This design comes from an exercise in tuning for small area, a short achievable clock period and few clock cycles per item on the open sky130 flow, not from production work. In this exercise RTL edits were held to simulation tests only and were not proved equivalent to the original.

==> flow/design.v, too long to show whole: its modules and the start of the top module <==
// module epcg_sine_rom: 6 lines
// module epcg_divider: 106 lines
// module epcg_outbuf: 42 lines
// module epcg_gain: 8 lines
// module epcg_m1_tree: 1636 lines
// module epcg_m2_tree: 1730 lines
// module equal_power_crossfade_gain: 382 lines
module equal_power_crossfade_gain (
  input  logic        clk,
  input  logic        rst_n,
  input  logic        in_valid,
  output logic        in_ready,
  input  logic        in_kind,
  input  logic [15:0] in_duration_frames,
  input  logic        in_has_out_track,
  input  logic        in_has_in_track,
  input  logic [16:0] in_out_start_level,
  input  logic [16:0] in_out_end_level,
  input  logic [16:0] in_in_start_level,
  input  logic [16:0] in_in_end_level,
  input  logic [16:0] in_out_clip_rate,
  input  logic [16:0] in_in_clip_rate,
  output logic        out_valid,
  input  logic        out_ready,
  output logic [7:0]  out_out_gain,
  output logic [7:0]  out_in_gain,
  output logic        out_out_valid,
  output logic        out_in_valid,
  output logic        out_stop_out,
  output logic        out_fade_done,
  output logic        out_fading,
  input  logic        cfg_valid,
  output logic        cfg_ready,
  input  logic [1:0]  cfg_index,
  input  logic [16:0] cfg_data
);
  // ...
==> flow/run.sh <==
#!/bin/bash
# synth_recipe.tcl (not shown) runs the flow's synth.tcl, then flattens the netlist and writes it again
# the make line also repeats each setting of config.mk as NAME=value (left out here)
make -C /OpenROAD-flow-scripts/flow DESIGN_CONFIG=/design/flow/config.mk WORK_HOME=/design/flow/orfs CLKGATE_MAP_FILE= SYNTH_SCRIPT=/design/flow/synth_recipe.tcl finish
==> flow/config.mk <==
export PLATFORM = sky130hd
export DESIGN_NAME = equal_power_crossfade_gain
export DESIGN_NICKNAME = equal_power_crossfade_gain
export VERILOG_FILES = /design/flow/design.v
export SDC_FILE = /design/flow/constraint.sdc
export NUM_CORES = 4
export LEC_CHECK = 0
export CAP_MARGIN = 20
export CORE_MARGIN = 2
export CORE_UTILIZATION = 60
export SLEW_MARGIN = 20
export SYNTH_MEMORY_MAX_BITS = 16384
==> flow/constraint.sdc <==
create_clock -name core_clock -period 12.0 [get_ports {clk}]
set_input_delay 2.4000 -clock core_clock [delete_from_list [all_inputs] [get_ports {clk}]]
set_output_delay 2.4000 -clock core_clock [all_outputs]
set_load 0.01 [all_outputs]
==> reports/results.ini, run 1 <==
[finish]
final-clk-cell-share=0.0460
final_nets=12909
drive_above_1_share=0.0511
final-nonclk-buf-share=0.0200
nClkBuffers=207
n_antenna_cell=2
regArea_um2=37500
multi_input_area_share=0.548

[detailed_routing]
route.met2.wl_um=139000
wl_per_cell_um=22.0
drtAntennaViolNets=0
drt_wl_total_um=297000
wl_met3_um=22900

[timing]
setup_viol=0
fin_tns_setup_ns=0

[die]
fp.dieW_um=430
die_h_um=430
design.core.area_um2=181000

[critical_path]
critPathSlowestCell=nor3b_2
reg2reg_slack_ns=7.21
cp_data_arrival_time_ns=5.60
path_cells=clkdlybuf4s50_1 > inv_1 > nand2_1 > nand2_1 > nand2_1 > inv_1 > nand2_1 > nor3b_2 > buf_4
start_kind=input pin

[place]
place_congestion=0.957
post-dp-hpwl_um=216000
place_ws_ns=6.10

[clocking]
path_clk_slew_ns=0.06
clk_latency_ns=0.83
clock-sinks=1460

[yosys]
synth_area_um2=109000
synth_area_per_cell_um2=9.85
ys_ff_latch=1460
synthCells=11065
synthSimpleGateAreaFrac=0.151

[grt]
met1_usage=0.423
grt_pass1_vias=84099

[outcome]
status=no timing/DRC/antenna violations

Testbench counts, summed over its fixed seeds: cycles 6,903, items 5,760.
==> module epcg_divider, before the edit <==
module epcg_divider (
  input  logic        clk,
  input  logic        rst_n,
  input  logic        load,
  input  logic [15:0] len,      
  input  logic [17:0] dlo,      
  input  logic [17:0] dli,      
  output logic [15:0] len_q,    
  output logic [17:0] dlo_q,    
  output logic [17:0] dli_q,
  output logic [16:0] q0,
  output logic [15:0] r0,
  output logic [15:0] dqo_lo,    
  output logic [16:0] dqo_hi,    
  output logic [15:0] dqi_lo,
  output logic [16:0] dqi_hi,
  output logic        done,
  output logic        done_nxt    
);
  logic [3:0]  cnt;
  logic [15:0] len_r;
  logic [17:0] len3_r;
  logic [17:0] dlo_r, dli_r;
  logic [15:0] rem;
  logic [16:0] quo;
  logic [1:0]  dig_r;
  logic        dig_v;
  logic [32:0] acc_o, acc_i;
  logic [17:0] rem4;
  logic [18:0] s1, s2, s3;
  logic [1:0]  dig;
  logic [15:0] rem_nxt;
  assign rem4 = {rem, 2'b00};
  assign s1 = {1'b0, rem4} - {3'b000, len_r};
  assign s2 = {1'b0, rem4} - {2'b00, len_r, 1'b0};
  assign s3 = {1'b0, rem4} - {1'b0, len3_r};
  always_comb begin
    if (!s3[18]) begin
      dig = 2'd3; rem_nxt = s3[15:0];
    end else if (!s2[18]) begin
      dig = 2'd2; rem_nxt = s2[15:0];
    end else if (!s1[18]) begin
      dig = 2'd1; rem_nxt = s1[15:0];
    end else begin
      dig = 2'd0; rem_nxt = rem4[15:0];
    end
  end
  logic [17:0] bo, bi;
  logic [20:0] lo_o, lo_i;
  logic [12:0] up_o, up_i;
  assign bo   = {~dlo_r[17], dlo_r[16:0]};
  assign bi   = {~dli_r[17], dli_r[16:0]};
  assign lo_o = {1'b0, acc_o[17:0], 2'b00} + {2'b00, {19{dig_r[1]}} & {bo, 1'b0}} +
                {3'b000, {18{dig_r[0]}} & bo};
  assign lo_i = {1'b0, acc_i[17:0], 2'b00} + {2'b00, {19{dig_r[1]}} & {bi, 1'b0}} +
                {3'b000, {18{dig_r[0]}} & bi};
  assign up_o = lo_o[20] ? acc_o[30:18] + 13'd1 : acc_o[30:18];
  assign up_i = lo_i[20] ? acc_i[30:18] + 13'd1 : acc_i[30:18];
  logic one;
  assign one = (len == 16'd1);
  always_ff @(posedge clk) begin
    if (!rst_n) begin
      cnt   <= '0;
      dig_v <= 1'b0;
    end else if (load) begin
      cnt   <= 4'd9;
      dig_v <= 1'b0;
    end else if (cnt != 4'd0) begin
      cnt   <= cnt - 4'd1;
      dig_v <= (cnt >= 4'd2);
    end
  end
  always_ff @(posedge clk) begin
    if (load) begin
      len_r  <= len;
      len3_r <= {2'b00, len} + {1'b0, len, 1'b0};
      dlo_r  <= dlo;
      dli_r  <= dli;
      rem    <= one ? 16'd0 : 16'd1;
      quo    <= {16'd0, one};
      acc_o  <= one ? {15'd0, ~dlo[17], dlo[16:0]} : 33'd0;
      acc_i  <= one ? {15'd0, ~dli[17], dli[16:0]} : 33'd0;
    end else begin
      if (cnt >= 4'd2) begin
        rem   <= rem_nxt;
        quo   <= {quo[14:0], dig};
        dig_r <= dig;
      end
      if (dig_v) begin
        acc_o <= {up_o, lo_o[19:0]};
        acc_i <= {up_i, lo_i[19:0]};
      end
    end
  end
  assign len_q = len_r;
  assign dlo_q = dlo_r;
  assign dli_q = dli_r;
  assign q0   = quo;
  assign r0   = rem;
  assign dqo_lo = acc_o[15:0];
  assign dqi_lo = acc_i[15:0];
  assign dqo_hi = acc_o[32:16] - {quo[15:0], 1'b0};
  assign dqi_hi = acc_i[32:16] - {quo[15:0], 1'b0};
  assign done = (cnt == 4'd0);
  assign done_nxt = ~load & (cnt <= 4'd1);
endmodule
==> module epcg_outbuf, before the edit <==
module epcg_outbuf #(
  parameter int W = 21,
  parameter int D = 6
) (
  input  logic         clk,
  input  logic         rst_n,
  input  logic         in_v,
  input  logic [W-1:0] in_d,
  input  logic         out_ready,
  output logic         o_v,
  output logic [W-1:0] o_d,
  output logic         pop
);
  logic [W-1:0] mem [D];
  logic [2:0]   rd, wr;
  logic [2:0]   cnt;
  logic take, from_fifo, push;
  assign pop       = o_v & out_ready;
  assign take      = ~o_v | pop;
  assign from_fifo = take & (cnt != 3'd0);
  assign push      = in_v & ~(take & (cnt == 3'd0));
  function automatic logic [2:0] nxt(input logic [2:0] p);
    nxt = (p == 3'(D - 1)) ? 3'd0 : p + 3'd1;
  endfunction
  always_ff @(posedge clk) begin
    if (!rst_n) begin
      o_v <= 1'b0;
      rd  <= '0;
      wr  <= '0;
      cnt <= '0;
    end else begin
      if (take) o_v <= (cnt != 3'd0) | in_v;
      if (from_fifo) rd <= nxt(rd);
      if (push) wr <= nxt(wr);
      cnt <= cnt + 3'(push) - 3'(from_fifo);
    end
  end
  always_ff @(posedge clk) begin
    if (take) o_d <= (cnt != 3'd0) ? mem[rd] : in_d;
    if (push) mem[wr] <= in_d;
  end
endmodule
==> module equal_power_crossfade_gain, before the edit <==
module equal_power_crossfade_gain (
  input  logic        clk,
  input  logic        rst_n,
  input  logic        in_valid,
  output logic        in_ready,
  input  logic        in_kind,
  input  logic [15:0] in_duration_frames,
  input  logic        in_has_out_track,
  input  logic        in_has_in_track,
  input  logic [16:0] in_out_start_level,
  input  logic [16:0] in_out_end_level,
  input  logic [16:0] in_in_start_level,
  input  logic [16:0] in_in_end_level,
  input  logic [16:0] in_out_clip_rate,
  input  logic [16:0] in_in_clip_rate,
  output logic        out_valid,
  input  logic        out_ready,
  output logic [7:0]  out_out_gain,
  output logic [7:0]  out_in_gain,
  output logic        out_out_valid,
  output logic        out_in_valid,
  output logic        out_stop_out,
  output logic        out_fade_done,
  output logic        out_fading,
  input  logic        cfg_valid,
  output logic        cfg_ready,
  input  logic [1:0]  cfg_index,
  input  logic [16:0] cfg_data
);
  localparam int QD = 16;    
  localparam int NO = 8;     
  logic [16:0] m_r, b_r;
  logic [17:0] mb_r;         
  logic [2:0]  cw_cnt;       
  logic        cw_kpass;
  assign cfg_ready = 1'b1;
  always_ff @(posedge clk) begin
    if (!rst_n) begin
      m_r    <= 17'd65536;
      b_r    <= 17'd58982;
      cw_cnt <= '0;
      cwh_r  <= 1'b0;
    end else begin
      cwh_r  <= cfg_valid | (cw_cnt >= 3'd3);
      if (cfg_valid) begin
        if (cfg_index == 2'd0) m_r <= cfg_data;
        if (cfg_index == 2'd1) b_r <= cfg_data;
      end
      if (cfg_valid) cw_cnt <= 3'd4;
      else if (cw_cnt != 3'd0) cw_cnt <= cw_cnt - 3'd1;
    end
  end
  assign cw_kpass = (cw_cnt == 3'd1);
  logic [QD-1:0] q_kind;
  logic [4:0]    q_cnt;
  logic          in_ready_r;
  logic          acc, head_k, issue, iss_start, iss_tick;
  assign in_ready = in_ready_r;
  assign acc      = in_valid & in_ready_r;
  assign head_k   = q_kind[0];
  logic        hold_v;
  logic [15:0] h_len;
  logic        h_ho, h_hi;
  logic [16:0] h_os, h_oe, h_is, h_ie, h_or, h_ir;
  logic        dset_v, dset_load;
  logic        d_ho, d_hi;
  logic [16:0] d_os, d_is;
  logic [16:0] ro_r, ri_r;          
  logic [15:0] dv_len;
  logic [17:0] dv_dlo, dv_dli;
  logic [16:0] dv_q0;
  logic [15:0] dv_r0;
  logic [15:0] dv_dqo_lo, dv_dqi_lo;
  logic [16:0] dv_dqo_hi, dv_dqi_hi;
  logic        dv_done, dv_done_nxt;
  always_ff @(posedge clk) begin
    if (~hold_v | dset_load) begin
      h_len <= in_duration_frames;
      h_ho  <= in_has_out_track;
      h_hi  <= in_has_in_track;
      h_os  <= in_out_start_level;
      h_oe  <= in_out_end_level;
      h_is  <= in_in_start_level;
      h_ie  <= in_in_end_level;
      h_or  <= in_out_clip_rate;
      h_ir  <= in_in_clip_rate;
    end
    if (dset_load) begin
      ro_r <= h_or;
      ri_r <= h_ir;
      d_ho <= h_ho;
      d_hi <= h_hi;
      d_os <= h_os;
      d_is <= h_is;
    end
  end
  epcg_divider u_div (
    .clk   (clk),
    .rst_n (rst_n),
    .load  (dset_load),
    .len   (h_len),
    .dlo   ({1'b0, h_oe} - {1'b0, h_os}),
    .dli   ({1'b0, h_ie} - {1'b0, h_is}),
    .len_q (dv_len),
    .dlo_q (dv_dlo),
    .dli_q (dv_dli),
    .q0    (dv_q0),
    .r0    (dv_r0),
    .dqo_lo (dv_dqo_lo),
    .dqo_hi (dv_dqo_hi),
    .dqi_lo (dv_dqi_lo),
    .dqi_hi (dv_dqi_hi),
    .done  (dv_done),
    .done_nxt (dv_done_nxt)
  );
  logic [3:0] ocnt;          
  logic       out_pop;
  logic q_ne_r, cr_r, cwh_r, so_r;
  assign issue     = q_ne_r & cr_r & ~cwh_r & (~head_k | so_r);
  assign iss_start = issue & head_k;
  assign iss_tick  = issue & ~head_k;
  assign dset_load = hold_v & ~dset_v;
  logic       hold_v_nxt, dset_v_nxt;
  logic [4:0] q_cnt_nxt;
  assign hold_v_nxt = (acc & in_kind) | (hold_v & ~dset_load);
  assign dset_v_nxt = dset_load | (dset_v & ~iss_start);
  assign q_cnt_nxt  = q_cnt + 5'(acc) - 5'(issue);
  logic [3:0] ocnt_nxt;
  assign ocnt_nxt   = ocnt + 4'(issue) - 4'(out_pop);
  always_ff @(posedge clk) begin
    if (!rst_n) begin
      q_cnt      <= '0;
      hold_v     <= 1'b0;
      dset_v     <= 1'b0;
      ocnt       <= '0;
      q_ne_r     <= 1'b0;
      cr_r       <= 1'b1;
      so_r       <= 1'b0;
      in_ready_r <= 1'b1;
    end else begin
      q_cnt      <= q_cnt_nxt;
      hold_v     <= hold_v_nxt;
      dset_v     <= dset_v_nxt;
      ocnt       <= ocnt_nxt;
      q_ne_r     <= (q_cnt_nxt != 5'd0);
      cr_r       <= (ocnt_nxt != 4'(NO));
      so_r       <= dset_v_nxt & dv_done_nxt;
      in_ready_r <= (q_cnt_nxt != 5'(QD)) & ~(hold_v_nxt & dset_v_nxt);
    end
  end
  always_ff @(posedge clk) begin
    for (int i = 0; i < QD; i++) begin
      if (acc && (5'(i) == q_cnt - 5'(issue)))
        q_kind[i] <= in_kind;
      else if (issue)
        q_kind[i] <= (i == QD - 1) ? 1'b0 : q_kind[i + 1];
    end
  end
  logic        act_r, fo_r, fi_r;
  logic [15:0] r0_r, n_r;           
  logic [16:0] r0ml_r;               
  logic [16:0] x_r;                  
  logic [16:0] q0_r, u_r;           
  logic [16:0] uc_r;                
  logic [15:0] plo_r, pli_r;        
  logic [15:0] f0o_r, f0i_r;
  logic [16:0] f1o_r, f1i_r;
  logic [16:0] e0o_r, e0i_r, e1o_r, e1i_r;
  logic        cy, done;
  logic [16:0] u_new, uc_new, x_new;
  logic [17:0] plo_new, pli_new;    
  assign cy      = ~x_r[16];
  assign x_new   = x_r + (cy ? r0ml_r : {1'b0, r0_r});
  assign u_new   = u_r + q0_r + {16'd0, cy};
  assign uc_new  = uc_r - q0_r - {16'd0, cy};
  assign done    = (n_r == 16'd1);
  assign plo_new = {2'b00, plo_r} + {1'b0, cy ? f1o_r : {1'b0, f0o_r}};
  assign pli_new = {2'b00, pli_r} + {1'b0, cy ? f1i_r : {1'b0, f0i_r}};
  always_ff @(posedge clk) begin
    if (!rst_n) begin
      act_r <= 1'b0;
    end else if (iss_start) begin
      act_r <= (dv_len != 16'd0);
    end else if (iss_tick & act_r & done) begin
      act_r <= 1'b0;
    end
  end
  always_ff @(posedge clk) begin
    if (iss_start) begin
      q0_r   <= dv_q0;
      r0_r   <= dv_r0;
      r0ml_r <= {1'b0, dv_r0} - {1'b0, dv_len};
      x_r    <= {1'b0, dv_r0} - {1'b0, dv_len};
      u_r    <= 17'd128;
      uc_r   <= 17'd65663;
      n_r    <= dv_len;
      fo_r   <= d_ho;
      fi_r   <= d_hi;
      plo_r  <= 16'h8000;
      pli_r  <= 16'h8000;
      f0o_r  <= dv_dqo_lo;
      f0i_r  <= dv_dqi_lo;
      f1o_r  <= {1'b0, dv_dqo_lo} + {1'b0, dv_dlo[15:0]};
      f1i_r  <= {1'b0, dv_dqi_lo} + {1'b0, dv_dli[15:0]};
      e0o_r  <= dv_dqo_hi;
      e0i_r  <= dv_dqi_hi;
      e1o_r  <= dv_dqo_hi + {{15{dv_dlo[17]}}, dv_dlo[17:16]};
      e1i_r  <= dv_dqi_hi + {{15{dv_dli[17]}}, dv_dli[17:16]};
    end else if (iss_tick & act_r) begin
      x_r   <= x_new;
      u_r   <= u_new;
      uc_r  <= uc_new;
      n_r   <= n_r - 16'd1;
      plo_r <= plo_new[15:0];
      pli_r <= pli_new[15:0];
    end
  end
  logic        b_v, c_v, d_v, e_v, f_v;
  logic        b_k, c_k, d_k;
  logic        c_kw, d_kw;          
  logic [4:0]  b_fl, c_fl, d_fl, e_fl, f_fl;
  logic [8:0]  b_idx, b_cidx;
  logic        b_act, b_c;
  logic [1:0]  b_coo, b_coi;
  logic [17:0] c_ao, c_ai;
  logic [16:0] c_bo, c_bi;
  logic [34:0] d_so1, d_co1, d_si1, d_ci1;
  logic [16:0] e_lo, e_li;
  logic [35:0] f_so, f_co, f_si, f_ci;
  logic [18:0] ko_r, ki_r;
  always_ff @(posedge clk) begin
    if (!rst_n) begin
      b_v <= 1'b0;
      c_v <= 1'b0;
      d_v <= 1'b0;
      e_v <= 1'b0;
      f_v <= 1'b0;
    end else begin
      b_v <= issue;
      c_v <= b_v;
      d_v <= c_v;
      e_v <= d_v;
      f_v <= e_v;
    end
  end
  logic tk_act;
  assign tk_act = iss_tick & act_r;
  always_ff @(posedge clk) begin
    b_k   <= head_k;
    b_idx <= u_new[16:8];
    b_cidx <= uc_new[16:8];
    b_act <= tk_act;
    b_c   <= cy;
    b_coo <= plo_new[17:16];
    b_coi <= pli_new[17:16];
    b_fl  <= {tk_act & fo_r, tk_act & fi_r, tk_act & done & fo_r, tk_act & done,
              iss_start ? (dv_len != 16'd0) : (tk_act & ~done)};
  end
  logic [16:0] w_sin, w_cos;
  epcg_sine_rom u_sin (.idx(b_idx), .val(w_sin));
  epcg_sine_rom u_cos (.idx(b_cidx), .val(w_cos));
  logic [16:0] pho_r, phi_r;        
  logic [16:0] b_lo, b_li;
  assign b_lo = pho_r + (b_c ? e1o_r : e0o_r) + {15'd0, b_coo};
  assign b_li = phi_r + (b_c ? e1i_r : e0i_r) + {15'd0, b_coi};
  always_ff @(posedge clk) begin
    if (iss_start) begin
      pho_r <= d_os;
      phi_r <= d_is;
    end else if (b_v & b_act) begin
      pho_r <= b_lo;
      phi_r <= b_li;
    end
  end
  always_ff @(posedge clk) begin
    c_k  <= b_k;
    c_kw <= b_v ? b_k : cw_kpass;
    c_fl <= b_fl;
    if (!b_v && cw_kpass) begin
      c_ao <= mb_r;
      c_bo <= ro_r;
    end else if (!b_v) begin
      c_ao <= {1'b0, m_r};
      c_bo <= b_r;
    end else if (b_k) begin
      c_ao <= mb_r;
      c_bo <= ro_r;
    end else begin
      c_ao <= {1'b0, b_lo};
      c_bo <= w_cos;
    end
    if (!b_v) begin
      c_ai <= mb_r;
      c_bi <= ri_r;
    end else if (b_k) begin
      c_ai <= mb_r;
      c_bi <= ri_r;
    end else begin
      c_ai <= {1'b0, b_li};
      c_bi <= w_sin;
    end
  end
  logic [34:0] m1o_s, m1o_c, m1i_s, m1i_c;
  epcg_m1_tree u_m1o (.a(c_ao), .b(c_bo), .s(m1o_s), .c(m1o_c));
  epcg_m1_tree u_m1i (.a(c_ai), .b(c_bi), .s(m1i_s), .c(m1i_c));
  always_ff @(posedge clk) begin
    d_k   <= c_k;
    d_kw  <= c_kw;
    d_fl  <= c_fl;
    d_so1 <= m1o_s;
    d_co1 <= m1o_c;
    d_si1 <= m1i_s;
    d_ci1 <= m1i_c;
  end
  logic [34:0] p1o, p1i;
  assign p1o = d_so1 + d_co1;
  assign p1i = d_si1 + d_ci1;
  always_ff @(posedge clk) begin
    if (!rst_n) begin
      mb_r <= 18'd58982;
    end else if (!d_v && !d_kw) begin
      mb_r <= p1o[33:16];
    end
  end
  always_ff @(posedge clk) begin
    if (d_kw) begin
      ko_r <= p1o[34:16];
      ki_r <= p1i[34:16];
    end
    e_fl <= d_fl;
    e_lo <= p1o[32:16];
    e_li <= p1i[32:16];
  end
  logic [35:0] m2o_s, m2o_c, m2i_s, m2i_c;
  epcg_m2_tree u_m2o (.a(ko_r), .b(e_lo), .s(m2o_s), .c(m2o_c));
  epcg_m2_tree u_m2i (.a(ki_r), .b(e_li), .s(m2i_s), .c(m2i_c));
  always_ff @(posedge clk) begin
    f_fl <= e_fl;
    f_so <= m2o_s;
    f_co <= m2o_c;
    f_si <= m2i_s;
    f_ci <= m2i_c;
  end
  logic [35:0] p2o, p2i;
  logic [16:0] g_vo, g_vi;
  logic [4:0]  g_fl;
  logic        g_v;
  assign p2o = f_so + f_co;
  assign p2i = f_si + f_ci;
  always_ff @(posedge clk) begin
    if (!rst_n) g_v <= 1'b0;
    else        g_v <= f_v;
  end
  always_ff @(posedge clk) begin
    g_fl <= f_fl;
    g_vo <= (p2o[35:16] > 20'd65536) ? 17'd65536 : p2o[32:16];
    g_vi <= (p2i[35:16] > 20'd65536) ? 17'd65536 : p2i[32:16];
  end
  logic [7:0]  g_o, g_i, go_raw, gi_raw;
  epcg_gain u_go (.v(g_vo), .g(go_raw));
  epcg_gain u_gi (.v(g_vi), .g(gi_raw));
  assign g_o = g_fl[4] ? go_raw : 8'd0;
  assign g_i = g_fl[3] ? gi_raw : 8'd0;
  logic [20:0] o_d;
  epcg_outbuf #(.W(21), .D(NO - 1)) u_out (
    .clk       (clk),
    .rst_n     (rst_n),
    .in_v      (g_v),
    .in_d      ({g_o, g_i, g_fl}),
    .out_ready (out_ready),
    .o_v       (out_valid),
    .o_d       (o_d),
    .pop       (out_pop)
  );
  assign out_out_gain  = o_d[20:13];
  assign out_in_gain   = o_d[12:5];
  assign out_out_valid = o_d[4];
  assign out_in_valid  = o_d[3];
  assign out_stop_out  = o_d[2];
  assign out_fade_done = o_d[1];
  assign out_fading    = o_d[0];
endmodule
==> run 2, diff against run 1 <==
--- a/flow/design.v
+++ b/flow/design.v
@@ -25,4 +25,6 @@
   output logic [15:0] dqi_lo,
   output logic [16:0] dqi_hi,
+  output logic [16:0] dqo_hid,   
+  output logic [16:0] dqi_hid,
   output logic        done,
   output logic        done_nxt    
@@ -68,5 +70,30 @@
   assign up_i = lo_i[20] ? acc_i[30:18] + 13'd1 : acc_i[30:18];
   logic one;
+  logic [2:0]  k1;
+  logic [3:0]  d12;
+  logic [1:0]  dig0;
+  logic [15:0] rem0;
   assign one = (len == 16'd1);
+  always_comb begin
+    case (len)
+      16'd1: begin k1 = 3'd4; d12 = 4'd0; dig0 = 2'd0; rem0 = 16'd0; end
+      16'd2: begin k1 = 3'd2; d12 = 4'd8; dig0 = 2'd0; rem0 = 16'd0; end
+      16'd3: begin k1 = 3'd1; d12 = 4'd5; dig0 = 2'd1; rem0 = 16'd1; end
+      16'd4: begin k1 = 3'd1; d12 = 4'd4; dig0 = 2'd0; rem0 = 16'd0; end
+      16'd5: begin k1 = 3'd0; d12 = 4'd3; dig0 = 2'd3; rem0 = 16'd1; end
+      16'd6: begin k1 = 3'd0; d12 = 4'd2; dig0 = 2'd2; rem0 = 16'd4; end
+      16'd7: begin k1 = 3'd0; d12 = 4'd2; dig0 = 2'd2; rem0 = 16'd2; end
+      16'd8: begin k1 = 3'd0; d12 = 4'd2; dig0 = 2'd2; rem0 = 16'd0; end
+      16'd9: begin k1 = 3'd0; d12 = 4'd1; dig0 = 2'd1; rem0 = 16'd7; end
+      16'd10: begin k1 = 3'd0; d12 = 4'd1; dig0 = 2'd1; rem0 = 16'd6; end
+      16'd11: begin k1 = 3'd0; d12 = 4'd1; dig0 = 2'd1; rem0 = 16'd5; end
+      16'd12: begin k1 = 3'd0; d12 = 4'd1; dig0 = 2'd1; rem0 = 16'd4; end
+      16'd13: begin k1 = 3'd0; d12 = 4'd1; dig0 = 2'd1; rem0 = 16'd3; end
+      16'd14: begin k1 = 3'd0; d12 = 4'd1; dig0 = 2'd1; rem0 = 16'd2; end
+      16'd15: begin k1 = 3'd0; d12 = 4'd1; dig0 = 2'd1; rem0 = 16'd1; end
+      16'd16: begin k1 = 3'd0; d12 = 4'd1; dig0 = 2'd1; rem0 = 16'd0; end
+      default: begin k1 = 3'd0; d12 = 4'd0; dig0 = 2'd0; rem0 = 16'd16; end
+    endcase
+  end
   always_ff @(posedge clk) begin
     if (!rst_n) begin
@@ -74,6 +101,6 @@
       dig_v <= 1'b0;
     end else if (load) begin
-      cnt   <= 4'd9;
-      dig_v <= 1'b0;
+      cnt   <= 4'd7;
+      dig_v <= 1'b1;
     end else if (cnt != 4'd0) begin
       cnt   <= cnt - 4'd1;
@@ -87,8 +114,13 @@
       dlo_r  <= dlo;
       dli_r  <= dli;
-      rem    <= one ? 16'd0 : 16'd1;
-      quo    <= {16'd0, one};
-      acc_o  <= one ? {15'd0, ~dlo[17], dlo[16:0]} : 33'd0;
-      acc_i  <= one ? {15'd0, ~dli[17], dli[16:0]} : 33'd0;
+      rem    <= rem0;
+      quo    <= {12'd0, one, d12};
+      dig_r  <= dig0;
+      acc_o  <= ({33{k1[2]}} & {13'd0, ~dlo[17], dlo[16:0], 2'b00}) |
+                ({33{k1[1]}} & {14'd0, ~dlo[17], dlo[16:0], 1'b0}) |
+                ({33{k1[0]}} & {15'd0, ~dlo[17], dlo[16:0]});
+      acc_i  <= ({33{k1[2]}} & {13'd0, ~dli[17], dli[16:0], 2'b00}) |
+                ({33{k1[1]}} & {14'd0, ~dli[17], dli[16:0], 1'b0}) |
+                ({33{k1[0]}} & {15'd0, ~dli[17], dli[16:0]});
     end else begin
       if (cnt >= 4'd2) begin
@@ -112,4 +144,6 @@
   assign dqo_hi = acc_o[32:16] - {quo[15:0], 1'b0};
   assign dqi_hi = acc_i[32:16] - {quo[15:0], 1'b0};
+  assign dqo_hid = acc_o[32:16] + {{15{dlo_r[17]}}, dlo_r[17:16]} - {quo[15:0], 1'b0};
+  assign dqi_hid = acc_i[32:16] + {{15{dli_r[17]}}, dli_r[17:16]} - {quo[15:0], 1'b0};
   assign done = (cnt == 4'd0);
   assign done_nxt = ~load & (cnt <= 4'd1);
@@ -130,10 +164,9 @@
   logic [W-1:0] mem [D];
   logic [2:0]   rd, wr;
-  logic [2:0]   cnt;
-  logic take, from_fifo, push;
-  assign pop       = o_v & out_ready;
-  assign take      = ~o_v | pop;
-  assign from_fifo = take & (cnt != 3'd0);
-  assign push      = in_v & ~(take & (cnt == 3'd0));
+  logic [2:0]   cnt;           
+  logic take, fetch;
+  assign pop  = o_v & out_ready;
+  assign take = ~o_v | pop;
+  assign fetch  = take & ((cnt != 3'd0) | in_v);
   function automatic logic [2:0] nxt(input logic [2:0] p);
     nxt = (p == 3'(D - 1)) ? 3'd0 : p + 3'd1;
@@ -147,12 +180,12 @@
     end else begin
       if (take) o_v <= (cnt != 3'd0) | in_v;
-      if (from_fifo) rd <= nxt(rd);
-      if (push) wr <= nxt(wr);
-      cnt <= cnt + 3'(push) - 3'(from_fifo);
+      if (fetch) rd <= nxt(rd);
+      if (in_v) wr <= nxt(wr);
+      cnt <= cnt + 3'(in_v) - 3'(fetch);
     end
   end
   always_ff @(posedge clk) begin
     if (take) o_d <= (cnt != 3'd0) ? mem[rd] : in_d;
-    if (push) mem[wr] <= in_d;
+    if (in_v) mem[wr] <= in_d;
   end
 endmodule
@@ -3604,5 +3637,5 @@
   logic [15:0] dv_r0;
   logic [15:0] dv_dqo_lo, dv_dqi_lo;
-  logic [16:0] dv_dqo_hi, dv_dqi_hi;
+  logic [16:0] dv_dqo_hi, dv_dqi_hi, dv_dqo_hid, dv_dqi_hid;
   logic        dv_done, dv_done_nxt;
   always_ff @(posedge clk) begin
@@ -3643,4 +3676,6 @@
     .dqi_lo (dv_dqi_lo),
     .dqi_hi (dv_dqi_hi),
+    .dqo_hid (dv_dqo_hid),
+    .dqi_hid (dv_dqi_hid),
     .done  (dv_done),
     .done_nxt (dv_done_nxt)
@@ -3659,5 +3694,12 @@
   assign q_cnt_nxt  = q_cnt + 5'(acc) - 5'(issue);
   logic [3:0] ocnt_nxt;
-  assign ocnt_nxt   = ocnt + 4'(issue) - 4'(out_pop);
+  logic [3:0] ocnt_i;
+  logic [4:0] q_cnt_i;
+  assign ocnt_i     = ocnt + 4'(issue);
+  assign ocnt_nxt   = out_pop ? ocnt_i - 4'd1 : ocnt_i;
+  assign q_cnt_i    = q_cnt - 5'(issue);
+  logic blk_k, blk_0;
+  assign blk_0 = hold_v & ~dset_load & dset_v_nxt;
+  assign blk_k = dset_v_nxt;
   always_ff @(posedge clk) begin
     if (!rst_n) begin
@@ -3675,8 +3717,9 @@
       dset_v     <= dset_v_nxt;
       ocnt       <= ocnt_nxt;
-      q_ne_r     <= (q_cnt_nxt != 5'd0);
-      cr_r       <= (ocnt_nxt != 4'(NO));
+      q_ne_r     <= acc | (q_cnt_i != 5'd0);
+      cr_r       <= out_pop | (ocnt_i != 4'(NO));
       so_r       <= dset_v_nxt & dv_done_nxt;
-      in_ready_r <= (q_cnt_nxt != 5'(QD)) & ~(hold_v_nxt & dset_v_nxt);
+      in_ready_r <= acc ? ~((q_cnt_i == 5'(QD - 1)) | blk_0 | (blk_k & in_kind))
+                        : ~((q_cnt_i == 5'(QD)) | blk_0);
     end
   end
@@ -3737,6 +3780,6 @@
       e0o_r  <= dv_dqo_hi;
       e0i_r  <= dv_dqi_hi;
-      e1o_r  <= dv_dqo_hi + {{15{dv_dlo[17]}}, dv_dlo[17:16]};
-      e1i_r  <= dv_dqi_hi + {{15{dv_dli[17]}}, dv_dli[17:16]};
+      e1o_r  <= dv_dqo_hid;
+      e1i_r  <= dv_dqi_hid;
     end else if (iss_tick & act_r) begin
       x_r   <= x_new;
==> run 2 against run 1 <==
- highest routed layer unchanged
- first-iteration DRC count rose by 0.41%
- still clean on timing, DRC and antenna
- global-route usage increased by 0.52 points
- setup slack got worse by 0.43 ns
==> reports/results.ini, run 2 <==
[yosys]
async_flop_share=0  ; unchanged
synth_area_um2=110000  ; was 109000 µm²
yosys.area.top_type_share=0.223  ; was 0.226
synthCells=11223  ; was 11065
synth_edf_count=821  ; was 819
synth.largest_area_cell=edfxtp_1  ; unchanged
synth_common_cells=1466 x inv_1, 1436 x nand2_1, 1074 x fa_1  ; was 1455 x nand2_1, 1365 x inv_1, 1047 x fa_1
yosysMostFrequentCell=inv_1  ; was nand2_1
ys_types=111  ; was 91
yosysWarnings=3  ; unchanged
ys_ff_latch=1467  ; was 1460
synthTopCellsByArea=edfxtp_1 22%, fa_1 19%, dfxtp_1 12%  ; was edfxtp_1 23%, fa_1 19%, dfxtp_1 12%
synth_nets=13157  ; was 12962
synth-main-ff-cell=edfxtp_1  ; unchanged
seq_area_frac_synth=0.340  ; was 0.343
synth_area_per_cell_um2=9.84  ; was 9.85 µm²

[die]
design.core.area_um2=183000  ; was 181000 µm²
row_count=157  ; was 156
io_pins=169  ; unchanged
fp.dieW_um=433  ; was 430 µm
initial_utilization=0.603  ; about the same
dieArea_um2=188000  ; was 185000 µm²
die_h_um=433  ; was 430 µm

[clocking]
cts-hold-fix-buffers=0  ; unchanged
cts-buffers-inserted=161  ; was 163
clk_latency_ns=0.83  ; about the same
tritoncts=done  ; unchanged
cts_max_level=4  ; unchanged
ctsLongestPathBuffers=3  ; unchanged
clockRootBuffer=clkbuf_16  ; unchanged
post_cts_buffers=0  ; unchanged
path_clk_slew_ns=0.06  ; about the same
clock-sinks=1467  ; was 1460
cts_resized=0  ; unchanged

[place]
place_congestion=0.969  ; was 0.957
port_buffers=167  ; unchanged
post-dp-hpwl_um=220000  ; was 216000 µm
dp.cells=13485  ; was 13217

[detailed_routing]
vias=82142  ; was 81441
drtPass1Iterations=8  ; was 6
drc_errors=0  ; unchanged
drt_iter0_drc=6675  ; was 6648
wl_per_cell_um=22.1  ; was 22.0 µm
drt_wl_total_um=304000  ; was 297000 µm
drtAntennaViolNets=0  ; unchanged
vias_per_cell=5.96  ; was 6.02

[run]
cap_violations=0  ; unchanged

[finish]
multi_input_area_um2=65700  ; was 64800 µm²
nFillCells=14680  ; was 14461
regArea_um2=37600  ; was 37500 µm²
final_nets=13120  ; was 12909
largest_reg_flops=147  ; unchanged
syn2layout_area_growth_pct=8.46  ; was 8.36%
drive_above_1_share=0.0538  ; was 0.0511
largest-register=u_out.mem  ; unchanged
mostFrequentLayoutCell=inv_1  ; was nand2_1
layout_common_cells=1461 x inv_1, 1434 x nand2_1, 1074 x fa_1, 821 x edfxtp_1, 715 x ha_1  ; was 1453 x nand2_1, 1362 x inv_1, 1047 x fa_1, 819 x edfxtp_1, 705 x ha_1
final_core_util=0.654  ; about the same
fin_cells=13792  ; was 13526

[critical_path]
cp_data_arrival_time_ns=6.06  ; was 5.60 ns
cp.depth=17  ; was 9
worst-path-buf-inv=3  ; was 4
worstSetupPathType=reg2reg  ; was in2reg
critical-path-max-stage-delay_ns=0.77  ; was 0.83 ns
start_kind=flop  ; was input pin
cp-end-kind=flop  ; unchanged
r2r_cells=17  ; was 19
critPathSlowestCell=a211oi_1  ; was nor3b_2
path_cells=buf_4 > nand2_1 > fa_1 > inv_1 > ha_1 > inv_1 > fa_1 > nor2b_1 > o21ai_0 > a21boi_0 > o31ai_1 > a211oi_1 > o311ai_0 > a211oi_1 > nand4_1 > xnor2_1 > nor2_1  ; was clkdlybuf4s50_1 > inv_1 > nand2_1 > nand2_1 > nand2_1 > inv_1 > nand2_1 > nor3b_2 > buf_4
path_delay_family=compound AO/OA/AOI/OAI gates  ; was simple AND/OR/NAND/NOR gates
cp_max_fo=39  ; was 22
worst-endpoint-required_ns=12.55  ; was 12.51 ns

[worst_hold_path]
whs_path_depth=0  ; unchanged
hold_class=reg2reg  ; unchanged

[grt]
grt_start_max_net_pins=114  ; was 119
grt_pass1_vias=85194  ; was 84099
antenna_found_initial=6  ; was 12
grt_first_pass_wirelength_um=476000  ; was 466000 µm
grt_usage=0.327  ; was 0.322
overflow=0  ; unchanged

[timing]
skew_ns=0.0515  ; was 0.0308 ns
setup_viol=0  ; unchanged
period_share=0.460  ; was 0.424
hold_ws_ns=0.322  ; was 0.324 ns
hold_viol=0  ; unchanged
worst_pin_slew_ns=1.14  ; was 1.20 ns
finalCriticalPeriod_ns=5.52  ; was 5.09 ns
fmaxAchievable_mhz=181  ; was 197 MHz
rsz0062_at_grt=false  ; unchanged
max-slew-margin-rel=0.239  ; was 0.177
fin_tns_setup_ns=0  ; unchanged
drv_slew=0  ; unchanged

[outcome]
status=no timing/DRC/antenna violations  ; unchanged

==> run 2: path summary, 6_finish.rpt <==
check / from / end / slack, ns
setup / recovery: u_div.dig_r[0] / u_div.acc_o[29] / 6.48
hold / removal: e_fl[3] / f_fl[3] / 0.32
hold reg to reg: e_fl[3] / f_fl[3] / 0.32
setup reg to reg: u_div.dig_r[0] / u_div.acc_o[29] / 6.48
==> run 2: per-layer routing <==
metal | GRT usage | part of all wire
met1 | 0.427 | 0.41
met2 | 0.541 | 0.47
met3 | 0.0530 | 0.072
met4 | 0.140 | 0.046
met5 | 0 | 0.000039
==> run 2: area by class of cell <==
type                            count  area share
Clock inverter                     88     0.00901
Timing Repair Buffer              263      0.0203
Clock buffer                      214      0.0363
Sequential cell                  1467       0.314
Multi-Input combinational cell   7819       0.548
Tap cell                         2464      0.0257
Inverter                         1474      0.0463
Antenna cell                        3   0.0000627
==> run 2: cells by family after synthesis <==
group,after synthesis,synth area share
mux,218,0.0244
other cells,1,0.0000340
flops,1467,0.340
fa+ha+maj,1789,0.276
buf+inv,1937,0.0660
compound gates,2012,0.117
simple gates,3407,0.145
xor+xnor,392,0.0311
==> run 2: worst reg2reg max path: stages (launching register included) <==
cell and delay, ns:
edfxtp_1 0.35, buf_4 0.50, nand2_1 0.21, fa_1 0.50, inv_1 0.07, ha_1 0.18
inv_1 0.07, fa_1 0.45, nor2b_1 0.12, o21ai_0 0.13, a21boi_0 0.27, o31ai_1 0.16
a211oi_1 0.59, o311ai_0 0.44, a211oi_1 0.77, nand4_1 0.20, xnor2_1 0.18, nor2_1 0.05
==> run 2: per-stage QoR <==
stage | worst slack [ns] | area (µm²)
3_3_place_gp | 6.70 | 114000
4_1_cts | 6.62 | 120000
2_1_floorplan | 4.48 | 110000
5_1_grt | 6.14 | 120000
3_5_place_dp | 6.62 | 114000
6_report | 6.48 | 120000
Testbench counts of run 2, summed over its fixed seeds: cycles 6,714, items 5,760.
==> run 3, diff against run 2 <==
--- a/flow/config.mk
+++ b/flow/config.mk
@@ -8,5 +8,5 @@
 export CAP_MARGIN = 20
 export CORE_MARGIN = 2
-export CORE_UTILIZATION = 60
+export CORE_UTILIZATION = 40
 export SLEW_MARGIN = 20
 export SYNTH_MEMORY_MAX_BITS = 16384
==> run 3 against run 2 <==
- still clean on timing, DRC and antenna
- highest routed layer is now met4
- non-clock buffer count shrank 6
- core utilization shrank 21 points
- register-to-register slack gained 0.15 ns
- largest cell class unchanged
==> reports/results.ini, run 3 <==
[detailed_routing]
drtPass1Iterations=5  ; was 8
drt_wl_total_um=304000  ; about the same
wl_per_cell_um=20.2  ; was 22.1 µm
drc_errors=0  ; unchanged
vias_per_cell=5.39  ; was 5.96
drtAntennaViolNets=0  ; unchanged
vias=81063  ; was 82142
drt_iter0_drc=5597  ; was 6675

[die]
initial_utilization=0.403  ; was 0.603
io_pins=169  ; unchanged
fp.dieW_um=529  ; was 433 µm
die_h_um=529  ; was 433 µm
design.core.area_um2=274000  ; was 183000 µm²
dieArea_um2=280000  ; was 188000 µm²
row_count=192  ; was 157

[timing]
period_share=0.447  ; was 0.460
rsz0062_at_grt=false  ; unchanged
fin_tns_setup_ns=0  ; unchanged
fmaxAchievable_mhz=186  ; was 181 MHz
worst_pin_slew_ns=1.06  ; was 1.14 ns
setup_viol=0  ; unchanged
hold_ws_ns=0.305  ; was 0.322 ns
skew_ns=0.0502  ; was 0.0515 ns
hold_viol=0  ; unchanged
max-slew-margin-rel=0.291  ; was 0.239
finalCriticalPeriod_ns=5.37  ; was 5.52 ns
drv_slew=0  ; unchanged

[yosys]
synthCells=11223  ; unchanged
synth-main-ff-cell=edfxtp_1  ; unchanged
synth.largest_area_cell=edfxtp_1  ; unchanged
synth_xor_area_frac=0.0311  ; unchanged
synth_compound_area_frac=0.117  ; unchanged
yosys-mux-area-fraction=0.0244  ; unchanged
synth_area_um2=110000  ; unchanged
synth_edf_count=821  ; unchanged
synth_nets=13157  ; unchanged
ys_types=111  ; unchanged
yosysMostFrequentCell=inv_1  ; unchanged
synthTopCellsByArea=edfxtp_1 22%, fa_1 19%, dfxtp_1 12%  ; unchanged
synthAdderAreaFrac=0.276  ; unchanged
synthSimpleGateAreaFrac=0.145  ; unchanged
synth_area_per_cell_um2=9.84  ; unchanged
async_flop_share=0  ; unchanged
yosys.area.top_type_share=0.223  ; unchanged
ys_ff_latch=1467  ; unchanged
seq_area_frac_synth=0.340  ; unchanged
yosysWarnings=3  ; unchanged
synth_top_family_by_area=adder cells  ; unchanged
synth_common_cells=1466 x inv_1, 1436 x nand2_1, 1074 x fa_1  ; unchanged

[grt]
grt_usage=0.216  ; was 0.327
antenna_found_initial=11  ; was 6
grt_first_pass_wirelength_um=477000  ; was 476000 µm
grt_pass1_vias=84155  ; was 85194
overflow=0  ; unchanged
grt_start_max_net_pins=82  ; was 114

[finish]
drive_above_1_share=0.0552  ; was 0.0538
syn2layout_area_growth_pct=10.1  ; was 8.46%
final_core_util=0.444  ; was 0.654
final_nets=13127  ; was 13120
largest_reg_flops=147  ; unchanged
largest-register=u_out.mem  ; unchanged
finalInstanceArea_um2=122000  ; was 120000 µm²
layout_common_cells=1462 x inv_1, 1434 x nand2_1, 1074 x fa_1, 821 x edfxtp_1, 715 x ha_1  ; was 1461 x inv_1, 1434 x nand2_1, 1074 x fa_1, 821 x edfxtp_1, 715 x ha_1
fin_cells=15031  ; was 13792
mostFrequentLayoutCell=inv_1  ; unchanged

[clocking]
cts_resized=0  ; unchanged
tritoncts=done  ; unchanged
cts-hold-fix-buffers=0  ; unchanged
path_clk_slew_ns=0.06  ; about the same
cts-buffers-inserted=174  ; was 161
ctsLongestPathBuffers=4  ; was 3
post_cts_buffers=0  ; unchanged
cts_max_level=4  ; unchanged
clock-sinks=1467  ; unchanged
clk_latency_ns=0.87  ; was 0.83 ns
clockRootBuffer=clkbuf_16  ; unchanged

[critical_path]
cp_max_fo=40  ; was 39
worst-endpoint-required_ns=12.57  ; was 12.55 ns
start_kind=flop  ; unchanged
cp_data_arrival_time_ns=5.94  ; was 6.06 ns
worstSetupPathType=reg2reg  ; unchanged
cp-end-kind=flop  ; unchanged

[place]
port_buffers=167  ; unchanged
post-dp-hpwl_um=221000  ; was 220000 µm
dp.cells=14699  ; was 13485
post_dp_cell_area_um2=116000  ; was 114000 µm²
place_congestion=0.932  ; was 0.969

[run]
cap_violations=0  ; unchanged

[outcome]
status=no timing/DRC/antenna violations  ; unchanged

[worst_hold_path]
hold_class=reg2reg  ; unchanged

run 3: cell type report:
| cell class | count | area (µm²) |
|---|---|---|
| multi-input cells | 7819 | 65700 |
| repair buffers | 257 | 2380 |
| diodes | 7 | 17.5 |
| inverters | 1474 | 5550 |
| clock buffers | 238 | 4870 |
| well taps | 3686 | 4610 |
| flip-flops and latches | 1467 | 37600 |
| clock inverters | 83 | 895 |
| fillers | 25898 | 153000 |
run 3: path summary, 6_finish.rpt:
| path | from | end | slack [ns] | cells past startpoint |
|---|---|---|---|---|
| hold / removal | b_fl[1] | c_fl[1] | 0.30 | 0 |
| setup / recovery | u_div.dig_r[0] | u_div.acc_o[29] | 6.63 | 17 |
| setup reg to reg | u_div.dig_r[0] | u_div.acc_o[29] | 6.63 | 17 |
| hold reg to reg | b_fl[1] | c_fl[1] | 0.30 | 0 |
run 3: layer usage:
metal	vias to the layer above	wire length [µm]	GRT usage
li1	37496	-	-
met1	40260	130000	0.284
met2	2689	145000	0.363
met3	618	18600	0.0280
met4	0	10900	0.0770
met5	-	0	0
run 3: cell families after synthesis:
family                     Yosys count
AOI/OAI and AO/OA                 2012
xor gates and xnor gates           392
adders and majority gates         1789
buffers and inverters             1937
DFF                               1467
muxes                              218
other                                1
and+or+nand+nor                   3407
run 3: stage by stage:
step	worst slack [ns]
after floorplan	4.48
after global placement	6.30
after detailed placement	6.27
after CTS	6.69
after global routing	6.36
final	6.63
run 3: worst max-delay path: stages (launching register included):
cell and delay [ns]:
edfxtp_1 0.32, buf_4 0.49, inv_1 0.43, nor2_1 0.22, ha_1 0.17, ha_1 0.17, inv_1 0.06, fa_1 0.46
nor2b_1 0.12, o21ai_0 0.13, a21boi_0 0.26, o31ai_1 0.17, a211oi_1 0.45, o311ai_0 0.41, a211oi_1 0.79, nand4_1 0.20
xnor2_1 0.18, nor2_1 0.06
==> run 4, diff against run 3 <==
--- a/flow/design.v
+++ b/flow/design.v
@@ -60,5 +60,7 @@
   logic [17:0] bo, bi;
   logic [20:0] lo_o, lo_i;
-  logic [12:0] up_o, up_i;
+  logic [12:0] up_o, up_i, hi_o, hi_i;
+  logic        pc_o, pc_i;
+  logic [16:0] dqp_o, dqp_i;     
   assign bo   = {~dlo_r[17], dlo_r[16:0]};
   assign bi   = {~dli_r[17], dli_r[16:0]};
@@ -67,6 +69,8 @@
   assign lo_i = {1'b0, acc_i[17:0], 2'b00} + {2'b00, {19{dig_r[1]}} & {bi, 1'b0}} +
                 {3'b000, {18{dig_r[0]}} & bi};
-  assign up_o = lo_o[20] ? acc_o[30:18] + 13'd1 : acc_o[30:18];
-  assign up_i = lo_i[20] ? acc_i[30:18] + 13'd1 : acc_i[30:18];
+  assign hi_o = acc_o[32:20] + {12'd0, pc_o};
+  assign hi_i = acc_i[32:20] + {12'd0, pc_i};
+  assign up_o = {hi_o[10:0], acc_o[19:18]};
+  assign up_i = {hi_i[10:0], acc_i[19:18]};
   logic one;
   logic [2:0]  k1;
@@ -101,9 +105,9 @@
       dig_v <= 1'b0;
     end else if (load) begin
-      cnt   <= 4'd7;
+      cnt   <= 4'd8;
       dig_v <= 1'b1;
     end else if (cnt != 4'd0) begin
       cnt   <= cnt - 4'd1;
-      dig_v <= (cnt >= 4'd2);
+      dig_v <= (cnt >= 4'd3);
     end
   end
@@ -117,4 +121,6 @@
       quo    <= {12'd0, one, d12};
       dig_r  <= dig0;
+      pc_o   <= 1'b0;
+      pc_i   <= 1'b0;
       acc_o  <= ({33{k1[2]}} & {13'd0, ~dlo[17], dlo[16:0], 2'b00}) |
                 ({33{k1[1]}} & {14'd0, ~dlo[17], dlo[16:0], 1'b0}) |
@@ -124,5 +130,5 @@
                 ({33{k1[0]}} & {15'd0, ~dli[17], dli[16:0]});
     end else begin
-      if (cnt >= 4'd2) begin
+      if (cnt >= 4'd3) begin
         rem   <= rem_nxt;
         quo   <= {quo[14:0], dig};
@@ -132,4 +138,13 @@
         acc_o <= {up_o, lo_o[19:0]};
         acc_i <= {up_i, lo_i[19:0]};
+        pc_o  <= lo_o[20];
+        pc_i  <= lo_i[20];
+      end else if (cnt == 4'd1) begin
+        acc_o[32:20] <= hi_o;
+        acc_i[32:20] <= hi_i;
+        pc_o  <= 1'b0;
+        pc_i  <= 1'b0;
+        dqp_o <= {{15{dlo_r[17]}}, dlo_r[17:16]} - {quo[15:0], 1'b0};
+        dqp_i <= {{15{dli_r[17]}}, dli_r[17:16]} - {quo[15:0], 1'b0};
       end
     end
@@ -144,6 +159,6 @@
   assign dqo_hi = acc_o[32:16] - {quo[15:0], 1'b0};
   assign dqi_hi = acc_i[32:16] - {quo[15:0], 1'b0};
-  assign dqo_hid = acc_o[32:16] + {{15{dlo_r[17]}}, dlo_r[17:16]} - {quo[15:0], 1'b0};
-  assign dqi_hid = acc_i[32:16] + {{15{dli_r[17]}}, dli_r[17:16]} - {quo[15:0], 1'b0};
+  assign dqo_hid = acc_o[32:16] + dqp_o;
+  assign dqi_hid = acc_i[32:16] + dqp_i;
   assign done = (cnt == 4'd0);
   assign done_nxt = ~load & (cnt <= 4'd1);
@@ -169,7 +184,7 @@
   assign take = ~o_v | pop;
   assign fetch  = take & ((cnt != 3'd0) | in_v);
-  function automatic logic [2:0] nxt(input logic [2:0] p);
-    nxt = (p == 3'(D - 1)) ? 3'd0 : p + 3'd1;
-  endfunction
+  logic [2:0] rd_n, wr_n;
+  assign rd_n = (rd == 3'(D - 1)) ? 3'd0 : rd + 3'd1;
+  assign wr_n = (wr == 3'(D - 1)) ? 3'd0 : wr + 3'd1;
   always_ff @(posedge clk) begin
     if (!rst_n) begin
@@ -180,7 +195,7 @@
     end else begin
       if (take) o_v <= (cnt != 3'd0) | in_v;
-      if (fetch) rd <= nxt(rd);
-      if (in_v) wr <= nxt(wr);
-      cnt <= cnt + 3'(in_v) - 3'(fetch);
+      if (fetch) rd <= rd_n;
+      if (in_v) wr <= wr_n;
+      cnt <= fetch ? cnt + 3'(in_v) - 3'd1 : cnt + 3'(in_v);
     end
   end
--- a/flow/config.mk
+++ b/flow/config.mk
@@ -8,5 +8,5 @@
 export CAP_MARGIN = 20
 export CORE_MARGIN = 2
-export CORE_UTILIZATION = 40
+export CORE_UTILIZATION = 60
 export SLEW_MARGIN = 20
 export SYNTH_MEMORY_MAX_BITS = 16384
==> run 4 against run 3 <==
- still clean
- cell count fell by 7.3%
- global-route usage rose by 11 points
- critical path depth fell by 8
- non-clock buffer count fell by 6
- register-to-register slack improved by 0.72 ns
- clock-buffer cell count fell by 31
- largest cell class unchanged
==> reports/results.ini, run 4 <==
[die]
initial_utilization=0.604  ; was 0.403
dieArea_um2=190000  ; was 280000 µm²
die_h_um=436  ; was 529 µm
io_pins=169  ; unchanged
fp.dieW_um=436  ; was 529 µm
design.core.area_um2=185000  ; was 274000 µm²
row_count=158  ; was 192

[grt]
grt_pass1_vias=85049  ; was 84155
met1_usage=0.431  ; was 0.284
grt_first_pass_wirelength_um=487000  ; was 477000 µm
grt_use_met2=0.543  ; was 0.363
busiest_layer=met2  ; unchanged
grt_start_max_net_pins=105  ; was 82
grt_usage=0.331  ; was 0.216
met3_usage=0.0491  ; was 0.0280
overflow=0  ; unchanged
antenna_found_initial=14  ; was 11

[yosys]
yosys.area.top_type_share=0.230  ; was 0.223
yosysMostFrequentCell=nand2_1  ; was inv_1
synth_area_um2=112000  ; was 110000 µm²
synthCells=11361  ; was 11223
synth-main-ff-cell=edfxtp_1  ; unchanged
yosysWarnings=3  ; unchanged
synth_common_cells=1474 x nand2_1, 1412 x inv_1, 1047 x fa_1  ; was 1466 x inv_1, 1436 x nand2_1, 1074 x fa_1
synth_nets=13302  ; was 13157
ys_types=100  ; was 111
ys_ff_latch=1503  ; was 1467
seq_area_frac_synth=0.346  ; was 0.340
synthTopCellsByArea=edfxtp_1 23%, fa_1 19%, dfxtp_1 12%  ; was edfxtp_1 22%, fa_1 19%, dfxtp_1 12%
async_flop_share=0  ; unchanged
synth_edf_count=855  ; was 821
synth_area_per_cell_um2=9.84  ; about the same
synth.largest_area_cell=edfxtp_1  ; unchanged

[clocking]
post_cts_buffers=0  ; unchanged
clockRootBuffer=clkbuf_16  ; unchanged
path_clk_slew_ns=0.06  ; about the same
cts-hold-fix-buffers=0  ; unchanged
cts_resized=0  ; unchanged
tritoncts=done  ; unchanged
cts_max_level=4  ; unchanged
clock-sinks=1503  ; was 1467
cts-buffers-inserted=163  ; was 174
ctsLongestPathBuffers=3  ; was 4
clk_latency_ns=0.85  ; was 0.87 ns

[detailed_routing]
vias=83499  ; was 81063
drt_iter0_drc=7503  ; was 5597
drtAntennaViolNets=0  ; unchanged
drt_wl_total_um=315000  ; was 304000 µm
drtPass1Iterations=6  ; was 5
wl_per_cell_um=22.6  ; was 20.2 µm
drc_errors=0  ; unchanged
vias_per_cell=6.00  ; was 5.39

[finish]
mostFrequentLayoutCell=nand2_1  ; was inv_1
syn2layout_area_growth_pct=8.36  ; was 10.1%
drive_above_1_share=0.0493  ; was 0.0552
largest_reg_flops=147  ; unchanged
layout_common_cells=1472 x nand2_1, 1407 x inv_1, 1047 x fa_1, 855 x edfxtp_1, 749 x ha_1  ; was 1462 x inv_1, 1434 x nand2_1, 1074 x fa_1, 821 x edfxtp_1, 715 x ha_1
largest-register=u_out.mem  ; unchanged
final_nets=13240  ; was 13127

[critical_path]
cp_max_fo=47  ; was 40
worst-endpoint-required_ns=12.74  ; was 12.57 ns
r2r_cells=9  ; was 17
cp-end-kind=flop  ; unchanged
reg2reg_slack_ns=7.35  ; was 6.63 ns
worstSetupPathType=reg2reg  ; unchanged
start_kind=flop  ; unchanged
cp_data_arrival_time_ns=5.39  ; was 5.94 ns

[timing]
setup_viol=0  ; unchanged
fin_tns_setup_ns=0  ; unchanged
max-slew-margin-rel=0.234  ; was 0.291
worst_pin_slew_ns=1.15  ; was 1.06 ns
worst_slack_ns=7.35  ; was 6.63 ns
drv_slew=0  ; unchanged
skew_ns=0.0591  ; was 0.0502 ns
hold_viol=0  ; unchanged
fmaxAchievable_mhz=215  ; was 186 MHz
period_share=0.387  ; was 0.447
rsz0062_at_grt=false  ; unchanged
finalCriticalPeriod_ns=4.65  ; was 5.37 ns

[outcome]
status=no timing/DRC/antenna violations  ; unchanged

[place]
post-dp-hpwl_um=231000  ; was 221000 µm
place_ws_ns=7.25  ; was 6.27 ns
place_congestion=0.993  ; was 0.932
port_buffers=167  ; unchanged

[worst_hold_path]
whs_path_depth=0  ; unchanged
hold_class=reg2reg  ; unchanged

[run]
cap_violations=0  ; unchanged

-- run 4: area by class of cell --
type / count / area, µm²
fillers: 14710 / 64100
repair buffers: 251 / 2310
well taps: 2480 / 3100
diodes: 13 / 32.5
clock buffers: 207 / 4490
clock inverters: 93 / 1080
multi-input cells: 7962 / 66100
flip-flops and latches: 1503 / 38700
inverters: 1418 / 5340
-- run 4: final timing paths --
| check | start | end |
|---|---|---|
| max | q_kind[0] | uc_r[16] |
| min | b_fl[2] | c_fl[2] |
| max reg2reg | q_kind[0] | uc_r[16] |
| min reg2reg | b_fl[2] | c_fl[2] |
-- run 4: cells by family after synthesis --
group / synth area share
XOR/XNOR: 0.0309
AO/OA/AOI/OAI: 0.116
buffers and inverters: 0.0637
other: 0.0000335
flip-flops: 0.346
multiplexers: 0.0240
AND/OR/NAND/NOR: 0.148
adder cells (fa/ha/maj): 0.271
-- run 4: per-stage QoR --
stage	std cells	cell area [µm²]	util	hold slack, ns
after floorplan	11361	112000	-	0.310
after global placement	13613	116000	0.624	0.312
after detailed placement	13613	116000	0.624	0.312
after CTS	13913	121000	0.654	0.317
after global routing	13923	121000	0.654	0.329
final	13927	121000	0.654	0.325
-- run 4: metal layers --
| layer | wire length (µm) | share of wire |
|---|---|---|
| met2 | 149000 | 0.47 |
| met5 | 30 | 0.000095 |
| met1 | 126000 | 0.40 |
| met4 | 16600 | 0.053 |
| met3 | 23700 | 0.075 |
-- run 4: worst max-delay path: stages, from the launching register on --
cell and delay, ns:
edfxtp_1 0.42, nand2b_1 0.09, nand4b_1 0.50, inv_1 0.31, nand3b_1 0.17, buf_4 0.44, inv_2 0.52, nor2_4 0.94
inv_2 0.70, o22a_1 0.41
Testbench counts of run 4, summed over its fixed seeds: cycles 6,804, items 5,760.
==> run 5, diff against run 4 <==
--- a/flow/design.v
+++ b/flow/design.v
@@ -105,9 +105,9 @@
       dig_v <= 1'b0;
     end else if (load) begin
-      cnt   <= 4'd8;
+      cnt   <= 4'd7;
       dig_v <= 1'b1;
     end else if (cnt != 4'd0) begin
       cnt   <= cnt - 4'd1;
-      dig_v <= (cnt >= 4'd3);
+      dig_v <= (cnt >= 4'd2);
     end
   end
@@ -130,5 +130,5 @@
                 ({33{k1[0]}} & {15'd0, ~dli[17], dli[16:0]});
     end else begin
-      if (cnt >= 4'd3) begin
+      if (cnt >= 4'd2) begin
         rem   <= rem_nxt;
         quo   <= {quo[14:0], dig};
@@ -140,9 +140,6 @@
         pc_o  <= lo_o[20];
         pc_i  <= lo_i[20];
-      end else if (cnt == 4'd1) begin
-        acc_o[32:20] <= hi_o;
-        acc_i[32:20] <= hi_i;
-        pc_o  <= 1'b0;
-        pc_i  <= 1'b0;
+      end
+      if (cnt == 4'd1) begin
         dqp_o <= {{15{dlo_r[17]}}, dlo_r[17:16]} - {quo[15:0], 1'b0};
         dqp_i <= {{15{dli_r[17]}}, dli_r[17:16]} - {quo[15:0], 1'b0};
@@ -157,8 +154,8 @@
   assign dqo_lo = acc_o[15:0];
   assign dqi_lo = acc_i[15:0];
-  assign dqo_hi = acc_o[32:16] - {quo[15:0], 1'b0};
-  assign dqi_hi = acc_i[32:16] - {quo[15:0], 1'b0};
-  assign dqo_hid = acc_o[32:16] + dqp_o;
-  assign dqi_hid = acc_i[32:16] + dqp_i;
+  assign dqo_hi = acc_o[32:16] - {quo[15:0], 1'b0} + {12'd0, pc_o, 4'd0};
+  assign dqi_hi = acc_i[32:16] - {quo[15:0], 1'b0} + {12'd0, pc_i, 4'd0};
+  assign dqo_hid = acc_o[32:16] + dqp_o + {12'd0, pc_o, 4'd0};
+  assign dqi_hid = acc_i[32:16] + dqp_i + {12'd0, pc_i, 4'd0};
   assign done = (cnt == 4'd0);
   assign done_nxt = ~load & (cnt <= 4'd1);
==> run 5 against run 4 <==
- core utilization up 0.24 points
- hold slack worse by 0.0055 ns
- flip-flop and latch count is the same
- critical endpoint is now pho_r[15]
- cell count is 0.22% higher
- highest routed layer is now met4
- still clean
- register-to-register slack got worse by 0.23 ns
- critical path type unchanged
- clock skew fell by 0.030 ns
==> reports/results.ini, run 5 <==
[timing]
rsz0062_at_grt=false  ; unchanged
fmaxAchievable_mhz=205  ; was 215 MHz
worst_pin_slew_ns=1.23  ; was 1.15 ns
max-slew-margin-rel=0.179  ; was 0.234
skew_ns=0.0289  ; was 0.0591 ns
hold_viol=0  ; unchanged
period_share=0.406  ; was 0.387
finalCriticalPeriod_ns=4.88  ; was 4.65 ns

[place]
port_buffers=167  ; unchanged
post-dp-hpwl_um=221000  ; was 231000 µm

[critical_path]
path_common_cell=o21ai_0  ; was inv_2
r2r_cells=16  ; was 9
start_kind=flop  ; unchanged
critPathSlowestCell=dfxtp_2  ; was nor2_4
critical-path-max-stage-delay_ns=0.93  ; was 0.94 ns
cp_max_fo=34  ; was 47
cp-end-kind=flop  ; unchanged
path_cells=mux2_2 > fa_1 > ha_1 > inv_1 > fa_1 > nor2b_1 > o21ai_0 > a21boi_0 > o21ai_0 > nand2b_1 > a21o_1 > a41o_1 > o41ai_1 > o21ai_0 > xnor2_1 > o21ai_0  ; was nand2b_1 > nand4b_1 > inv_1 > nand3b_1 > buf_4 > inv_2 > nor2_4 > inv_2 > o22a_1

[finish]
final_nets=13327  ; was 13240
largest-register=u_out.mem  ; unchanged
layout_common_cells=1468 x nand2_1, 1402 x inv_1, 1051 x fa_1, 855 x edfxtp_1, 802 x ha_1  ; was 1472 x nand2_1, 1407 x inv_1, 1047 x fa_1, 855 x edfxtp_1, 749 x ha_1
finalInstanceArea_um2=122000  ; was 121000 µm²

[yosys]
synth_nets=13373  ; was 13302
synth.largest_area_cell=edfxtp_1  ; unchanged
ys_types=106  ; was 100
synth-main-ff-cell=edfxtp_1  ; unchanged
synth_common_cells=1471 x nand2_1, 1404 x inv_1, 1051 x fa_1  ; was 1474 x nand2_1, 1412 x inv_1, 1047 x fa_1
async_flop_share=0  ; unchanged
synth_edf_count=855  ; unchanged
synth_area_um2=112000  ; about the same
ys_ff_latch=1503  ; unchanged
synth_area_per_cell_um2=9.87  ; was 9.84 µm²
yosysMostFrequentCell=nand2_1  ; unchanged
seq_area_frac_synth=0.344  ; was 0.346
synthCells=11375  ; was 11361
yosysWarnings=3  ; unchanged

[clocking]
clock-sinks=1503  ; unchanged
tritoncts=done  ; unchanged
cts-hold-fix-buffers=0  ; unchanged
clk_latency_ns=0.84  ; was 0.85 ns
path_clk_slew_ns=0.06  ; about the same
ctsLongestPathBuffers=3  ; unchanged
cts_max_level=4  ; unchanged
post_cts_buffers=0  ; unchanged
clockRootBuffer=clkbuf_16  ; unchanged

[outcome]
status=no timing/DRC/antenna violations  ; unchanged

[detailed_routing]
drt_wl_total_um=306000  ; was 315000 µm
vias_per_cell=5.96  ; was 6.00
drtAntennaViolNets=0  ; unchanged
drc_errors=0  ; unchanged
wl_per_cell_um=22.0  ; was 22.6 µm
drt_iter0_drc=6868  ; was 7503
drtPass1Iterations=8  ; was 6
vias=83150  ; was 83499

[grt]
grt_first_pass_wirelength_um=482000  ; was 487000 µm
grt_pass1_vias=85965  ; was 85049
grt_start_max_net_pins=124  ; was 105
overflow=0  ; unchanged
antenna_found_initial=9  ; was 14
grt_usage=0.322  ; was 0.331

[worst_hold_path]
hold_class=reg2reg  ; unchanged
whs_path_depth=0  ; unchanged

[die]
io_pins=169  ; unchanged
fp.dieW_um=437  ; was 436 µm
design.core.area_um2=186000  ; was 185000 µm²
initial_utilization=0.605  ; was 0.604
dieArea_um2=191000  ; was 190000 µm²

[run]
cap_violations=0  ; unchanged

[run 5: cell types whose count changed after synthesis, moves of 26 or more]
cell       previous run  this run
a21boi_0             59        20
ha_1                749       802
nand3_1             178       226
o2111ai_1            41        15
o21ai_0             548       490
o21ai_1               6        57
[run 5: cell type report]
class | count | area, µm² | area share
antenna | 9 | 22.5 | 0.000185
inverter | 1415 | 5330 | 0.0437
tap | 2480 | 3100 | 0.0255
multi-input combinational | 7983 | 66600 | 0.546
sequential | 1503 | 38700 | 0.317
timing repair buffer | 261 | 2380 | 0.0196
clock buffer | 203 | 4460 | 0.0366
clock inverter | 104 | 1300 | 0.0107
[run 5: layer usage]
metal  GRT usage  vias up  part of all wire
li1            -    38114                 -
met4       0.127        0             0.041
met5           0        -                 0
met1       0.429    41032              0.41
met3      0.0524      727             0.074
met2       0.528     3277              0.47
[run 5: cells by family (layout without fill, tap and decap cells)]
kind of cell | after synthesis | count (layout) | share of synthesized area
simple gates | 3483 | 3483 | 0.146
compound gates | 2030 | 2030 | 0.114
buf+inv | 1889 | 1983 | 0.0634
fa+ha+maj | 1853 | 1853 | 0.277
flops | 1503 | 1503 | 0.344
xor+xnor | 431 | 431 | 0.0338
mux | 185 | 185 | 0.0210
other cells | 1 | 10 | 0.0000334
[run 5: final timing paths]
check,slack [ns],to,start
max,7.12,pho_r[15],b_c
min,0.32,c_fl[0],b_fl[0]
max reg2reg,7.12,pho_r[15],b_c
min reg2reg,0.32,c_fl[0],b_fl[0]
[run 5: worst max-delay path: cells and delay by family, from the launching register on]
| kind | cells | cell delay [ns] |
|---|---|---|
| AO/OA/AOI/OAI | 8 | 1.82 |
| flip-flops | 1 | 0.93 |
| adder cells (fa/ha/maj) | 3 | 0.87 |
| multiplexers | 1 | 0.43 |
| XOR/XNOR | 1 | 0.25 |
| AND/OR/NAND/NOR | 2 | 0.18 |
| buffers and inverters | 1 | 0.08 |
[run 5: per-stage QoR]
stage | util | hold slack, ns | std cells
after floorplan | - | 0.310 | 11375
after global placement | 0.625 | 0.312 | 13641
after detailed placement | 0.625 | 0.314 | 13641
after CTS | 0.656 | 0.325 | 13948
after global routing | 0.656 | 0.329 | 13956
final | 0.656 | 0.319 | 13958
Testbench counts of run 5, summed over its fixed seeds: cycles 6,714, items 5,760.

## what the ideal ports hide
No port has a modelled driver above. Below, the same layouts with a new extraction and two added sets of constraints. Step 1 (the two cells are an assumption about what drives the block):
set clk [get_ports {clk}]
set_driving_cell -lib_cell sky130_fd_sc_hd__clkbuf_16 $clk
set_driving_cell -lib_cell sky130_fd_sc_hd__buf_2 [delete_from_list [all_inputs] $clk]
Step 2 times the ports against the registers' clock, not the clock port: input delays grow and output delays shrink by t, the midpoint of the rising clock arrivals with the driver on. Three values: ideal, step 1, step 2; two values: the first two.
run | t, ns | setup WS [ns] | worst setup path after step 2
run 1 | 0.907 | 6.913 / 6.980 / 6.073 | input to register
run 2 | 0.907 | 6.484 / 6.484 / 6.484 | register to register
run 3 | 0.941 | 6.633 / 6.633 / 6.258 | input to register
run 4 | 0.909 | 7.352 / 7.352 / 7.148 | input to register
run 5 | 0.911 | 7.124 / 7.124 / 7.124 | register to register
After both steps every run listed still meets setup and hold. For run 1, which loses most, drivers alone change the setup slack by +0.067 ns; drivers and shift together by -0.840 ns.
